Source: an optimization exercise on an open RTL-to-GDS flow (aim: small area and few clock cycles). Production flows keep margins and buffers that such runs may drop. The RTL was checked by simulation tests, not by an equivalence proof against the original design.

## flow/design.v (module list and top-level ports; edited modules follow where they fit)
// module differential_drive_vector_mapper_unit: 353 lines
// module ddvm_sumsq: 603 lines
// module ddvm_angsum: 452 lines
// module ddvm_mul14x15: 556 lines
// module ddvm_mul10x15: 348 lines
module differential_drive_vector_mapper_unit #(
  parameter int CORDIC_STAGES = 16
) (
  input  wire logic        clk,
  input  wire logic        rst_n,
  input  wire logic        in_valid,
  output logic             in_stall,
  input  wire logic [15:0] in_target_x,
  input  wire logic [15:0] in_target_y,
  output logic             out_valid,
  input  wire logic        out_stall,
  output logic [9:0]       out_left_duty_us,
  output logic [9:0]       out_right_duty_us,
  output logic             out_reverse,
  output logic             out_drive_enable,
  input  wire logic        cfg_we,
  input  wire logic [2:0]  cfg_index,
  input  wire logic [15:0] cfg_wdata
);
  // ...
==> flow/run.sh <==
#!/bin/bash
# synth_recipe.tcl (not shown) runs the flow's synth.tcl, then flattens the netlist and writes it again
# the make line also repeats each setting of config.mk as NAME=value (left out here)
make -C /OpenROAD-flow-scripts/flow DESIGN_CONFIG=/design/flow/config.mk WORK_HOME=/design/flow/orfs CLKGATE_MAP_FILE= SYNTH_SCRIPT=/design/flow/synth_recipe.tcl finish
==> flow/config.mk <==
export PLATFORM = sky130hd
export DESIGN_NAME = differential_drive_vector_mapper_unit
export DESIGN_NICKNAME = differential_drive_vector_mapper_unit
export VERILOG_FILES = /design/flow/design.v
export SDC_FILE = /design/flow/constraint.sdc
export NUM_CORES = 4
export LEC_CHECK = 0
export ABC_AREA = 1
export CAP_MARGIN = 20
export CORE_MARGIN = 2
export CORE_UTILIZATION = 40
export SLEW_MARGIN = 20
==> flow/constraint.sdc <==
create_clock -name core_clock -period 10.0 [get_ports {clk}]
set_input_delay 2.0000 -clock core_clock [delete_from_list [all_inputs] [get_ports {clk}]]
set_output_delay 2.0000 -clock core_clock [all_outputs]
set_load 0.01 [all_outputs]
==> flow_summary.ini, run 1 <==
[run_status]
outcome = timing/DRC/antenna clean

[grt]
grt_overflow_total = 0

[floorplanning]
rows = 183
tap_cells = 3330
dieArea_um2 = 254000

[run]
max-cap-violations = 0

[final_layout]
layout-drive-gt1-share = 0.0672
final_cells = 15700
largest_reg_flops = 135

[critical_path]
critPathMaxStageDelay_ns = 0.55
arrival_ns = 10.07
crit_path_frequent_cell = nand2_1
critPathLaunchType = register
rrSetupSlack_ns = 0.35
cp.required_ns = 10.42
rr_worst_depth = 58
path_depth = 58

[placed_design]
numPlacedInstances = 15500
place_ws_ns = 0.0179
numPortBuffers = 79

[clocking]
clockBufferDepth = 3
cts-root-buf = clkbuf_16
cts_setup_buffers = 0
cts.sink_count = 654

[drt]
first_pass_iters = 6
routedWlPerCell_um = 16.3
met3_wirelength_um = 11400

[sta]
fin_crit_sh = 0.965
worstMarginPinSlew_ns = 1.01
max_clock_freq_mhz = 104

[synthesis]
yosys-top-cells-count = 2214 x inv_1, 1847 x nand2_1, 1297 x ha_1, 1036 x nor2_1, 924 x fa_1

[min_path]
min_path_cells = 0
Testbench counts, summed over its fixed seeds: cycles 13,890.
==> run 2, diff against run 1 <==
--- a/flow/config.mk
+++ b/flow/config.mk
@@ -6,7 +6,7 @@
 export NUM_CORES = 4
 export LEC_CHECK = 0
 export ABC_AREA = 1
-export CAP_MARGIN = 20
+export CAP_MARGIN = 10
 export CORE_MARGIN = 2
 export CORE_UTILIZATION = 40
-export SLEW_MARGIN = 20
+export SLEW_MARGIN = 10
==> flow_summary.ini, run 2 <==
[synthesis]
yosysSeqAreaShare = 0.189
syn_area_per_cell_um2 = 8.27
synthArstFlopShare = 0
yosysMostFrequentCell = inv_1
ys.flop_type = edfxtp_1
yosys-top-cells-count = 2214 x inv_1, 1847 x nand2_1, 1297 x ha_1, 1036 x nor2_1, 924 x fa_1
synth_area_leader_cell = fa_1
netlist_instances = 12100
synth_cell_type_count = 83
synth_edf_count = 578
synth_nets = 14400
yosys_warnings = 1
synth_area_leaders = fa_1 18%, edfxtp_1 17%, ha_1 16%
syn_area_um2 = 100000
ys_ff_latch = 654
synth_top_area_share = 0.185

[sta]
slew_headroom = 0.323
maxSlewViolCount = 0
finalSetupViolCount = 0
hold_viol = 0
fin_crit_sh = 0.965
clock_skew_ns = 0.0474
finalCriticalPeriod_ns = 9.65
rsz0062_at_grt = true
hold_ws_ns = 0.403
max_clock_freq_mhz = 104
worstMarginPinSlew_ns = 1.01

[final_layout]
utilization = 0.442
top_register = g_cor.g_r.cx_r
layout-drive-gt1-share = 0.0672
fill_cells = 24800
multi_input_area_um2 = 72400
largest_reg_flops = 135
syn2layout_area_growth_pct = 9.81
final_cell_mix = 2202 x inv_1, 1816 x nand2_1, 1293 x ha_1
seqCellArea_um2 = 18900
num-nets-final = 14600
layout.cells.most_common = inv_1
reg_top3 = g_cor.g_r.cx_r x135, g_cor.g_r.cy_r x119, g_dv.g_r.rem_r x64

[clocking]
cts-root-buf = clkbuf_16
cts_buffers = 80
clockBufferDepth = 3
cts_tree = done
cts-htree-levels = 3
cts.sink_count = 654
clk_latency_ns = 0.72
hold_buffers = 0
clk_pin_slew_worst_paths_ns = 0.08

[run]
max-cap-violations = 0

[placed_design]
gp_congestion = 0.929
numPortBuffers = 79
hpwl_um = 212000

[floorplanning]
dieArea_um2 = 254000
io_pins = 80
fp.dieH_um = 504
rows = 183
coreArea_um2 = 249000
initial_core_util = 0.403
die_width_um = 504

[drt]
vias_per_cell = 4.97
final_antenna_net_count = 0
wl_um = 257000
first_pass_iters = 6
drt_iter0_drc = 4551
vias = 78200
drc = 0
routedWlPerCell_um = 16.3

[grt]
grt_use_total = 0.200
antenna_found_initial = 11
grt_max_degree = 158
grt_pass1_wl_um = 414000
grt_overflow_total = 0
grt_pass1_vias = 77600

[critical_path]
critPathLaunchType = register
path_class = register to register
cp.required_ns = 10.42
path_max_fanout = 6
arrival_ns = 10.07
crit_path_frequent_cell = nand2_1
critPathMaxStageDelay_ns = 0.55
crit_slowest_cell = edfxtp_1
endpoint_kind = register

[min_path]
hold_path.class = register to register

[run_status]
outcome = timing/DRC/antenna clean
## run 2: final cells by class
| type | count | share of cell area |
|---|---|---|
| Inverter | 2275 | 0.0783 |
| Clock inverter | 52 | 0.00583 |
| Tap cell | 3330 | 0.0379 |
| Sequential cell | 654 | 0.172 |
| Multi-Input combinational cell | 8937 | 0.658 |
| Clock buffer | 95 | 0.0193 |
| Antenna cell | 2 | 0.0000455 |
| Timing Repair Buffer | 379 | 0.0284 |
## run 2: cell families (layout without fill, tap and decap cells)
kind of cell             Yosys count  count (layout)  share of synthesized area
AND/OR/NAND/NOR                 3732            3734                      0.159
buffers and inverters           2509            2801                     0.0961
adder cells (fa/ha/maj)         2221            2221                      0.347
AO/OA/AOI/OAI                   1744            1744                      0.101
XOR/XNOR                        1232            1232                      0.108
flip-flops                       654             654                      0.189
multiplexers                       6               6                   0.000625
other                              0               2                          0
## run 2: final timing paths
check                              from                    end  slack, ns  cells past startpoint
setup / recovery  g_cor[4].g_r.cy_r[29]  g_cor[7].g_r.cx_r[32]       0.35                     58
hold / removal                g_zr.r[4]            g_aan.sr[4]       0.40                      0
hold reg to reg               g_zr.r[4]            g_aan.sr[4]       0.40                      0
setup reg to reg  g_cor[4].g_r.cy_r[29]  g_cor[7].g_r.cx_r[32]       0.35                     58
## run 2: through the flow
stage	cells	setup slack, ns	TNS [ns]	cell area [um2]
floorplan	12100	0.0545	0	100000
global placement	15500	0.0798	0	106000
detailed placement	15500	0.0179	0	106000
CTS	15600	0.00238	0	109000
global route	15700	-0.254	-1.33	110000
finish	15700	0.354	0	110000
## run 2: repair_timing
item | CTS | global route
buffers inserted | 0 | 77
gates resized for setup | 1 | 213
cloned | 0 | 2
endpoints found under the hold margin | 0 | 0
pin swaps | 0 | 45
endpoints found under the setup margin | 1 | 192
## run 2: routing by layer
metal / wire [um] / GRT usage / vias to the layer above
met5: 26 / 0 / -
met4: 7100 / 0.0512 / 4
met3: 11400 / 0.0215 / 382
met2: 120000 / 0.341 / 1546
met1: 118000 / 0.270 / 36900
li1: - / - / 39400
## run 2: critical path: cells and delay by family (launching register included)
| kind | cells | cell delay (ns) |
|---|---|---|
| flops | 1 | 0.55 |
| buf+inv | 6 | 0.74 |
| simple gates | 21 | 2.43 |
| xor+xnor | 4 | 0.54 |
| compound gates | 22 | 3.48 |
| fa+ha+maj | 5 | 1.60 |

-- what the ideal ports hide --
The results above use ideal ports. As a check the final layouts listed here were re-extracted and re-timed, cells and wires unchanged.
Step 1, drivers: a clkbuf_16 drives clk and a buf_2 each remaining input, both assumed.
Step 2 times the ports against the registers' clock, not the clock port: input delays grow and output delays shrink by t, the midpoint of the rising clock arrivals with the driver on.
a / b / c = ideal ports / drivers / drivers and shift; a / b = the first two.
| run | shift t [ns] | setup slack, ns | worst setup path at the end | latest minus earliest clock arrival (ns) | cell pins on the clock port's net |
|---|---|---|---|---|---|
| run 1 | 0.783 | 0.354 / 0.354 / 0.354 | register to register | 0.052 / 0.052 | 1 |
| run 2 | 0.783 | 0.354 / 0.354 / 0.354 | register to register | 0.052 / 0.052 | 1 |
After both steps every run listed still meets setup and hold.
